What follows belongs to an exercise in optimizing a design on an open flow for small area; a production flow would make more cautious choices.
Only simulation tests tie the RTL to the original design; equivalence was not proved.
No activity file was given, so power comes from the tool's default toggle rates. The clock port is modelled as an ideal driver; clocking choices that lean on that would not hold on a real chip.

==> inputs of trial 30 <==
==> flow/design.v (excerpt) <==
module neopixel_top #(
  parameter int BUFFER_END = 63,
  parameter int T0H    = 20,
  parameter int T1H    = 40,
  parameter int TBIT   = 63,
  parameter int TRESET = 2500,
  localparam int IDX_W = $clog2(BUFFER_END + 1)
) (
  input  logic                   busClk,
  input  logic                   rst,
  input  logic [13:0]            bus_addr,
  input  logic [7:0]             bus_wdata,
  input  logic                   bus_write,
  input  logic                   bus_read,
  output logic [7:0]             bus_rdata,
  input  logic                   sync_start,
  output logic                   dout
);
==> module neopixel_bit_encoder, before the edit <==
module neopixel_bit_encoder #(
  parameter int T0H    = 20,
  parameter int T1H    = 40,
  parameter int TBIT   = 63,
  parameter int TRESET = 2500,
  localparam int BIT_W     = $clog2(TBIT),
  localparam int RST_CELLS = TRESET / TBIT,
  localparam int RST_REM   = TRESET % TBIT
) (
  input  logic       busClk,
  input  logic       rst,
  input  logic       start,       
  input  logic       load,        
  input  logic       in_reset,    
  input  logic [7:0] sym_byte,
  output logic       ready,
  output logic       dout
);
  localparam logic [8:0] LFSR_SEED = 9'h1ff;
  function automatic logic [8:0] lfsr_step(input logic [8:0] s);
    lfsr_step = {s[7:0], s[8] ^ s[4]};
  endfunction
  function automatic logic [8:0] lfsr_after(input int n);
    logic [8:0] s;
    s = LFSR_SEED;
    for (int i = 0; i < n; i++) s = lfsr_step(s);
    lfsr_after = s;
  endfunction
  localparam logic [8:0] LFSR_END = lfsr_after(RST_CELLS);
  logic             busy;
  logic [8:0]       shift_q;
  logic [BIT_W-1:0] cyc_cnt;
  logic             bit_end;
  logic             last_bit;
  logic             reset_end;
  assign ready = !busy;
  assign bit_end   = (cyc_cnt & BIT_W'(TBIT - 1)) == BIT_W'(TBIT - 1);
  assign reset_end = (shift_q == LFSR_END) &&
                     ((cyc_cnt & BIT_W'(RST_REM - 1)) == BIT_W'(RST_REM - 1));
  assign last_bit  = shift_q[7:0] == 8'h80;
  assign dout = busy && !in_reset &&
                (cyc_cnt < (shift_q[8] ? BIT_W'(T1H) : BIT_W'(T0H)));
  always_ff @(posedge busClk) begin
    if (!busy) begin
      shift_q <= load ? {sym_byte, 1'b1} : LFSR_SEED;
    end else if (bit_end) begin
      shift_q <= in_reset ? lfsr_step(shift_q) : {shift_q[7:0], 1'b0};
    end
  end
  always_ff @(posedge busClk) begin
    if (rst) begin
      busy    <= 1'b0;
      cyc_cnt <= '0;
    end else if (!busy) begin
      cyc_cnt <= '0;
      busy    <= start;
    end else begin
      cyc_cnt <= bit_end ? '0 : cyc_cnt + 1'b1;
      if (in_reset ? reset_end : (bit_end && last_bit)) busy <= 1'b0;
    end
  end
endmodule
==> module neopixel_registers, before the edit <==
module neopixel_registers #(
  parameter int BUFFER_END = 63,
  localparam int IDX_W = $clog2(BUFFER_END + 1),
  localparam int DEPTH = BUFFER_END + 1
) (
  input  logic                            busClk,
  input  logic                            rst,
  input  neopixel_pkg::bus_req_t          bus,
  output logic [7:0]                      bus_rdata,
  input  logic                            sync_start,
  input  logic [IDX_W-1:0]                rd_addr,
  output logic [7:0]                      rd_data,
  output neopixel_pkg::ctrl_t             ctrl,
  output logic [neopixel_pkg::max_w-1:0]  reg_max,
  input  neopixel_pkg::stream_state_e     state,
  input  logic                            init_done,
  input  logic                            frame_done
);
  neopixel_pkg::ctrl_t ctrl_d;
  logic                buf_wr;
  logic                reg_wr;
  logic [IDX_W-1:0]    buf_idx;
  assign buf_wr  = bus.write && !bus.addr[13];
  assign reg_wr  = bus.write && bus.addr[13];
  assign buf_idx = bus.addr[IDX_W-1:0];
  logic [7:0] bank_q [0:1];
  for (genvar b = 0; b < 2; b++) begin : g_bank
    logic [7:0]       mem_q [0:DEPTH-1];
    logic             is_sw;
    logic             wr;
    logic [IDX_W-1:0] addr;
    logic [DEPTH-1:0] rsel;
    logic [7:0]       rd_or;
    logic [7:0]       wr_data;
    assign is_sw   = (ctrl.buf_sel == 1'(b));
    assign wr      = buf_wr && is_sw;
    assign wr_data = {8{wr}} & bus.wdata;
    assign addr    = is_sw ? buf_idx : rd_addr;
    for (genvar i = 0; i < DEPTH; i++) begin : g_word
      logic       we_n;
      logic [7:0] d;
      logic [7:0] q;
      assign rsel[i] = (addr == IDX_W'(i));
      assign we_n    = !(rsel[i] && wr);
      for (genvar k = 0; k < 8; k++) begin : g_bit
        neopixel_ao22 i_hold (.a(wr_data[k]), .sa(rsel[i]), .b(q[k]), .sb(we_n), .y(d[k]));
      end
      always_ff @(posedge busClk) begin
        q <= d;
      end
      assign mem_q[i] = q;
    end
    localparam int NG = DEPTH / 3;
    for (genvar k = 0; k < 8; k++) begin : g_bit
      logic [NG:0] grp_n;
      for (genvar g = 0; g < NG; g++) begin : g_grp
        neopixel_aoi222 i_aoi (
          .a0(mem_q[3*g][k]),   .s0(rsel[3*g]),
          .a1(mem_q[3*g+1][k]), .s1(rsel[3*g+1]),
          .a2(mem_q[3*g+2][k]), .s2(rsel[3*g+2]),
          .y_n(grp_n[g])
        );
      end
      if (DEPTH % 3 == 1) begin : g_last
        assign grp_n[NG] = !(mem_q[DEPTH-1][k] && rsel[DEPTH-1]);
      end else begin : g_nolast
        assign grp_n[NG] = 1'b1;
      end
      assign rd_or[k] = !(&grp_n);
    end
    assign bank_q[b] = rd_or;
  end
  assign rd_data = ctrl.buf_sel ? bank_q[0] : bank_q[1];
  always_comb begin
    ctrl_d = ctrl;
    if (reg_wr && bus.addr[1:0] == neopixel_pkg::reg_ctrl) begin
      ctrl_d = neopixel_pkg::ctrl_t'(bus.wdata[5:0]);
    end
    if (sync_start) begin
      ctrl_d.run = 1'b1;
    end
    if (ctrl_d.init) begin
      ctrl_d      = '0;
      ctrl_d.init = 1'b1;
    end
    if (init_done) begin
      ctrl_d.init = 1'b0;
    end
    if (frame_done) begin
      ctrl_d.run = ctrl_d.loop;
    end
  end
  always_ff @(posedge busClk) begin
    if (rst) begin
      ctrl    <= '0;
      reg_max <= '0;
    end else begin
      ctrl <= ctrl_d;
      if (reg_wr && bus.addr[1:0] == neopixel_pkg::reg_max_lo) begin
        reg_max[7:0] <= bus.wdata;
      end
      if (reg_wr && bus.addr[1:0] == neopixel_pkg::reg_max_hi) begin
        reg_max[neopixel_pkg::max_w-1:8] <= bus.wdata[neopixel_pkg::max_w-9:0];
      end
    end
  end
  always_ff @(posedge busClk) begin
    if (bus.read) begin
      if (!bus.addr[13]) begin
        bus_rdata <= ctrl.buf_sel ? bank_q[1] : bank_q[0];
      end else begin
        case (bus.addr[1:0])
          neopixel_pkg::reg_max_lo: bus_rdata <= reg_max[7:0];
          neopixel_pkg::reg_max_hi: bus_rdata <= 8'(reg_max[neopixel_pkg::max_w-1:8]);
          neopixel_pkg::reg_ctrl:   bus_rdata <= 8'(ctrl);
          default:                  bus_rdata <= {7'b0, state != neopixel_pkg::idle};
        endcase
      end
    end
  end
endmodule
==> flow/config.mk <==
export PLATFORM = sky130hd
export DESIGN_NAME = neopixel_top
export DESIGN_NICKNAME = neopixel_top
export VERILOG_FILES = /design/flow/design.v
export SDC_FILE = /design/flow/constraint.sdc
export NUM_CORES = 4
export LEC_CHECK = 0
export CAP_MARGIN = 20
export CORE_MARGIN = 2
export CORE_UTILIZATION = 45
export CTS_BUF_LIST = sky130_fd_sc_hd__clkbuf_16
export CTS_CLUSTER_DIAMETER = 100
export CTS_CLUSTER_SIZE = 30
export SLEW_MARGIN = 20
export SYNTH_HIERARCHICAL = 1
export SYNTH_MINIMUM_KEEP_SIZE = 0
==> flow/constraint.sdc <==
create_clock -name core_clock -period 20.0 [get_ports {busClk}]
set_input_delay 4.0000 -clock core_clock [delete_from_list [all_inputs] [get_ports {busClk}]]
set_output_delay 4.0000 -clock core_clock [all_outputs]
set_load 0.01 [all_outputs]
standard.sh (not shown) runs the stock make flow with config.mk's settings and CLKGATE_MAP_FILE= SYNTH_SCRIPT=/design/flow/synth_recipe.tcl, a recipe that flattens the netlist after the stock synthesis.
==> flow/flow/run.sh <==
#!/bin/bash
# Own layout flow: the standard flow (standard synthesis, floorplan,
# placement, routing) with two changes passed to ORFS through its own
# variables:
#  - CTS without dummy loads, clustering flip-flops 30 to a clkbuf_16
#  - the port buffers that global placement adds are buf_1 cells
# Every tool's output goes to standard.log here; ORFS keeps its per-step
# logs under orfs/logs.
set -euo pipefail
export CTS_ARGS="-sink_clustering_enable -repair_clock_nets -buf_list sky130_fd_sc_hd__clkbuf_16 -sink_clustering_size 30 -sink_clustering_max_diameter 100 -dont_use_dummy_load"
export BUFFER_PORTS_ARGS="-buffer_cell sky130_fd_sc_hd__buf_1"
bash standard.sh > standard.log 2>&1
==> inputs of trial 21, as changes to trial 30 <==
--- a/flow/design.v
+++ b/flow/design.v
@@ -37,7 +37,7 @@
   parameter int TBIT   = 63,
   parameter int TRESET = 2500,
-  localparam int BIT_W     = $clog2(TBIT),
-  localparam int RST_CELLS = TRESET / TBIT,
-  localparam int RST_REM   = TRESET % TBIT
+  localparam int CNT_MAX = (TBIT > TRESET) ? TBIT : TRESET,
+  localparam int CNT_W   = $clog2(CNT_MAX + 1),
+  localparam int BIT_W   = $clog2(TBIT)
 ) (
   input  logic       busClk,
@@ -50,33 +50,23 @@
   output logic       dout
 );
-  localparam logic [8:0] LFSR_SEED = 9'h1ff;
-  function automatic logic [8:0] lfsr_step(input logic [8:0] s);
-    lfsr_step = {s[7:0], s[8] ^ s[4]};
-  endfunction
-  function automatic logic [8:0] lfsr_after(input int n);
-    logic [8:0] s;
-    s = LFSR_SEED;
-    for (int i = 0; i < n; i++) s = lfsr_step(s);
-    lfsr_after = s;
-  endfunction
-  localparam logic [8:0] LFSR_END = lfsr_after(RST_CELLS);
   logic             busy;
   logic [8:0]       shift_q;
-  logic [BIT_W-1:0] cyc_cnt;
+  logic [CNT_W-1:0] cyc_cnt;
   logic             bit_end;
   logic             last_bit;
   logic             reset_end;
-  assign ready = !busy;
-  assign bit_end   = (cyc_cnt & BIT_W'(TBIT - 1)) == BIT_W'(TBIT - 1);
-  assign reset_end = (shift_q == LFSR_END) &&
-                     ((cyc_cnt & BIT_W'(RST_REM - 1)) == BIT_W'(RST_REM - 1));
+  logic [BIT_W-1:0] cyc_lo;
+  assign ready  = !busy;
+  assign cyc_lo = cyc_cnt[BIT_W-1:0];
+  assign bit_end   = (cyc_lo & BIT_W'(TBIT - 1)) == BIT_W'(TBIT - 1);
+  assign reset_end = (cyc_cnt & CNT_W'(TRESET - 1)) == CNT_W'(TRESET - 1);
   assign last_bit  = shift_q[7:0] == 8'h80;
   assign dout = busy && !in_reset &&
-                (cyc_cnt < (shift_q[8] ? BIT_W'(T1H) : BIT_W'(T0H)));
+                (cyc_lo < (shift_q[8] ? BIT_W'(T1H) : BIT_W'(T0H)));
   always_ff @(posedge busClk) begin
-    if (!busy) begin
-      shift_q <= load ? {sym_byte, 1'b1} : LFSR_SEED;
-    end else if (bit_end) begin
-      shift_q <= in_reset ? lfsr_step(shift_q) : {shift_q[7:0], 1'b0};
+    if (load) begin
+      shift_q <= {sym_byte, 1'b1};
+    end else if (busy && !in_reset && bit_end) begin
+      shift_q <= {shift_q[7:0], 1'b0};
     end
   end
@@ -88,7 +78,12 @@
       cyc_cnt <= '0;
       busy    <= start;
+    end else if (in_reset) begin
+      if (reset_end) busy <= 1'b0;
+      else cyc_cnt <= cyc_cnt + 1'b1;
+    end else if (bit_end) begin
+      cyc_cnt <= '0;
+      if (last_bit) busy <= 1'b0;
     end else begin
-      cyc_cnt <= bit_end ? '0 : cyc_cnt + 1'b1;
-      if (in_reset ? reset_end : (bit_end && last_bit)) busy <= 1'b0;
+      cyc_cnt <= cyc_cnt + 1'b1;
     end
   end
==> flow/run.sh (new file) <==
#!/bin/bash
# synth_recipe.tcl (not shown) runs the flow's synth.tcl, then flattens the netlist and writes it again
# the make line also repeats each setting of config.mk as NAME=value (left out here)
make -C /OpenROAD-flow-scripts/flow DESIGN_CONFIG=/design/flow/config.mk WORK_HOME=/design/flow/orfs CLKGATE_MAP_FILE= SYNTH_SCRIPT=/design/flow/synth_recipe.tcl finish
Settings changed: CTS_CLUSTER_DIAMETER 100 to 50.
removed: flow/flow/run.sh
removed: flow/standard.sh
==> inputs of build 72, as changes to trial 30 <==
--- a/flow/design.v
+++ b/flow/design.v
@@ -25,9 +25,4 @@
     latch    = 2'b11
   } stream_state_e;
-  typedef enum logic [1:0] {
-    sym_none,
-    sym_byte,
-    sym_reset
-  } symbol_e;
 endpackage
 `timescale 1ns/1ps
@@ -129,14 +124,20 @@
     logic [7:0]       rd_or;
     logic [7:0]       wr_data;
+    logic [7:0]       hi_n;
+    logic [7:0]       lo_n;
     assign is_sw   = (ctrl.buf_sel == 1'(b));
     assign wr      = buf_wr && is_sw;
     assign wr_data = {8{wr}} & bus.wdata;
     assign addr    = is_sw ? buf_idx : rd_addr;
+    for (genvar j = 0; j < 8; j++) begin : g_pre
+      assign hi_n[j] = (addr[5:3] != 3'(j));
+      assign lo_n[j] = (addr[2:0] != 3'(j));
+    end
     for (genvar i = 0; i < DEPTH; i++) begin : g_word
       logic       we_n;
       logic [7:0] d;
       logic [7:0] q;
-      assign rsel[i] = (addr == IDX_W'(i));
-      assign we_n    = !(rsel[i] && wr);
+      neopixel_nor2  i_rsel (.a(hi_n[i/8]), .b(lo_n[i%8]), .y(rsel[i]));
+      neopixel_nand2 i_we   (.a(rsel[i]), .b(wr), .y(we_n));
       for (genvar k = 0; k < 8; k++) begin : g_bit
         neopixel_ao22 i_hold (.a(wr_data[k]), .sa(rsel[i]), .b(q[k]), .sb(we_n), .y(d[k]));
@@ -158,10 +159,6 @@
         );
       end
-      if (DEPTH % 3 == 1) begin : g_last
-        assign grp_n[NG] = !(mem_q[DEPTH-1][k] && rsel[DEPTH-1]);
-      end else begin : g_nolast
-        assign grp_n[NG] = 1'b1;
-      end
-      assign rd_or[k] = !(&grp_n);
+      assign grp_n[NG] = !(mem_q[DEPTH-1][k] && rsel[DEPTH-1]);
+      neopixel_nand22 i_or (.a_n(grp_n), .y(rd_or[k]));
     end
     assign bank_q[b] = rd_or;
@@ -231,4 +228,24 @@
   assign y = (sa && a) || (sb && b);
 endmodule
+module neopixel_nand22 (
+  input  logic [21:0] a_n,
+  output logic        y
+);
+  assign y = !(&a_n);
+endmodule
+module neopixel_nor2 (
+  input  logic a,
+  input  logic b,
+  output logic y
+);
+  assign y = !(a || b);
+endmodule
+module neopixel_nand2 (
+  input  logic a,
+  input  logic b,
+  output logic y
+);
+  assign y = !(a && b);
+endmodule
 `timescale 1ns/1ps
 module neopixel_streamer #(
Settings changed: PLACE_DENSITY set to 0.75.
==> inputs of trial 59, as changes to trial 30 <==
--- a/flow/design.v
+++ b/flow/design.v
@@ -37,7 +37,7 @@
   parameter int TBIT   = 63,
   parameter int TRESET = 2500,
-  localparam int BIT_W     = $clog2(TBIT),
-  localparam int RST_CELLS = TRESET / TBIT,
-  localparam int RST_REM   = TRESET % TBIT
+  localparam int CNT_MAX = (TBIT > TRESET) ? TBIT : TRESET,
+  localparam int CNT_W   = $clog2(CNT_MAX + 1),
+  localparam int BIT_W   = $clog2(TBIT)
 ) (
   input  logic       busClk,
@@ -50,33 +50,23 @@
   output logic       dout
 );
-  localparam logic [8:0] LFSR_SEED = 9'h1ff;
-  function automatic logic [8:0] lfsr_step(input logic [8:0] s);
-    lfsr_step = {s[7:0], s[8] ^ s[4]};
-  endfunction
-  function automatic logic [8:0] lfsr_after(input int n);
-    logic [8:0] s;
-    s = LFSR_SEED;
-    for (int i = 0; i < n; i++) s = lfsr_step(s);
-    lfsr_after = s;
-  endfunction
-  localparam logic [8:0] LFSR_END = lfsr_after(RST_CELLS);
   logic             busy;
   logic [8:0]       shift_q;
-  logic [BIT_W-1:0] cyc_cnt;
+  logic [CNT_W-1:0] cyc_cnt;
   logic             bit_end;
   logic             last_bit;
   logic             reset_end;
-  assign ready = !busy;
-  assign bit_end   = (cyc_cnt & BIT_W'(TBIT - 1)) == BIT_W'(TBIT - 1);
-  assign reset_end = (shift_q == LFSR_END) &&
-                     ((cyc_cnt & BIT_W'(RST_REM - 1)) == BIT_W'(RST_REM - 1));
+  logic [BIT_W-1:0] cyc_lo;
+  assign ready  = !busy;
+  assign cyc_lo = cyc_cnt[BIT_W-1:0];
+  assign bit_end   = (cyc_lo & BIT_W'(TBIT - 1)) == BIT_W'(TBIT - 1);
+  assign reset_end = (cyc_cnt & CNT_W'(TRESET - 1)) == CNT_W'(TRESET - 1);
   assign last_bit  = shift_q[7:0] == 8'h80;
   assign dout = busy && !in_reset &&
-                (cyc_cnt < (shift_q[8] ? BIT_W'(T1H) : BIT_W'(T0H)));
+                (cyc_lo < (shift_q[8] ? BIT_W'(T1H) : BIT_W'(T0H)));
   always_ff @(posedge busClk) begin
-    if (!busy) begin
-      shift_q <= load ? {sym_byte, 1'b1} : LFSR_SEED;
-    end else if (bit_end) begin
-      shift_q <= in_reset ? lfsr_step(shift_q) : {shift_q[7:0], 1'b0};
+    if (load) begin
+      shift_q <= {sym_byte, 1'b1};
+    end else if (busy && !in_reset && bit_end) begin
+      shift_q <= {shift_q[7:0], 1'b0};
     end
   end
@@ -88,7 +78,12 @@
       cyc_cnt <= '0;
       busy    <= start;
+    end else if (in_reset) begin
+      if (reset_end) busy <= 1'b0;
+      else cyc_cnt <= cyc_cnt + 1'b1;
+    end else if (bit_end) begin
+      cyc_cnt <= '0;
+      if (last_bit) busy <= 1'b0;
     end else begin
-      cyc_cnt <= bit_end ? '0 : cyc_cnt + 1'b1;
-      if (in_reset ? reset_end : (bit_end && last_bit)) busy <= 1'b0;
+      cyc_cnt <= cyc_cnt + 1'b1;
     end
   end
==> flow/run.sh (new file) <==
#!/bin/bash
# synth_recipe.tcl (not shown) runs the flow's synth.tcl, then flattens the netlist and writes it again
# the make line also repeats each setting of config.mk as NAME=value (left out here)
make -C /OpenROAD-flow-scripts/flow DESIGN_CONFIG=/design/flow/config.mk WORK_HOME=/design/flow/orfs CLKGATE_MAP_FILE= SYNTH_SCRIPT=/design/flow/synth_recipe.tcl finish
Settings changed: CTS_BUF_LIST sky130_fd_sc_hd__clkbuf_16 to sky130_fd_sc_hd__clkbuf_8, CTS_CLUSTER_DIAMETER 100 to 60, CTS_CLUSTER_SIZE 30 to 16.
removed: flow/flow/run.sh
removed: flow/standard.sh
==> comparison table <==
quantity                                                                     trial 30                  build 72        trial 21        trial 59
Outcome                                                                finished clean            finished clean  finished clean  finished clean
Top fanout value on the critical path                                              16                        17              16              16
Signal buffers                                                                    109                       106             105             107
DP Area                                                                    40420 um^2                39880 um^2      40910 um^2      40910 um^2
Worst Clk Skew                                                             0.04049 ns                0.04726 ns      0.04190 ns      0.06311 ns
Via count                                                                       31577                     29815           32980           32580
Worst Hold Margin                                                           0.4743 ns                 0.4796 ns       0.4711 ns       0.4765 ns
Tot Pwr                                                                      3.526 mW                  3.538 mW        4.639 mW        3.847 mW
Fraction of met3 tracks used by global routing                                0.04842                   0.03868         0.06395         0.05863
CP peak stage delay                                                           0.90 ns                   0.72 ns         1.02 ns         1.00 ns
Non-Clock Buffer Area Fraction                                                0.01715                   0.01685         0.01916         0.02036
Seq area share                                                                 0.5221                    0.5296          0.4872          0.5087
Multi-input logic area                                                     16630 um^2                16160 um^2      16860 um^2      16860 um^2
Maximum number of pins on one net before global-route repair                       74                        73              74              74
Sequential logic power                                                        2.31 mW                   2.33 mW         2.32 mW         2.32 mW
Clock insertion delay at the later pin of the skew report                     0.64 ns                   0.64 ns         0.71 ns         0.76 ns
Actual slew at the worst max-slew pin                                        1.201 ns                  1.139 ns        1.183 ns        1.269 ns
Leak Pwr                                                                     15.16 nW                  14.90 nW        16.64 nW        15.80 nW
Portion of the layout cell area used by clock cells                           0.02527                   0.02502         0.08410         0.04323
CP most frequent cell                                         sky130_fd_sc_hd__nor2_1  sky130_fd_sc_hd__nand4_1               -               -
Final clock period utilization by the worst path                               0.4329                    0.3885          0.4522          0.4486
Synth Cell Area                                                            38500 um^2                37950 um^2      38840 um^2      38840 um^2
Amount of wire on met2 after detailed routing                                51630 um                  45030 um        55290 um        55470 um
Antenna cell count                                                                  0                         2               5               7

separate check: timing with driven ports:
Ports are ideal in the flow. The routed layouts listed here were re-timed in OpenROAD.
Step 1 (the two cells are an assumption about what drives the block):
set clk [get_ports {busClk}]
set_driving_cell -lib_cell sky130_fd_sc_hd__clkbuf_16 $clk
set_driving_cell -lib_cell sky130_fd_sc_hd__buf_2 [delete_from_list [all_inputs] $clk]
Step 2, shift: input delay + t, output delay - t, t = (earliest + latest rising clock arrival at the registers) / 2. This alone moves slack from input paths to output paths.
Slacks: ideal ports / drivers / drivers and shift; pairs: ideal ports / drivers.
| run | shift t [ns] | setup slack, ns | worst register clock-pin slew, ns |
|---|---|---|---|
| trial 30 | 0.679 | 11.341 / 11.370 / 10.691 | 0.12 / 0.12 |
| trial 21 | 0.754 | 10.955 / 10.941 / 10.187 | 0.08 / 0.08 |
| build 72 | 0.674 | 12.230 / 12.272 / 11.598 | 0.12 / 0.12 |
| trial 59 | 0.789 | 11.028 / 11.007 / 10.217 | 0.11 / 0.11 |
After both steps every run listed still meets setup and hold. The setup slack of trial 59, which loses most, moves by -0.021 ns with the drivers and by -0.811 ns with both steps.
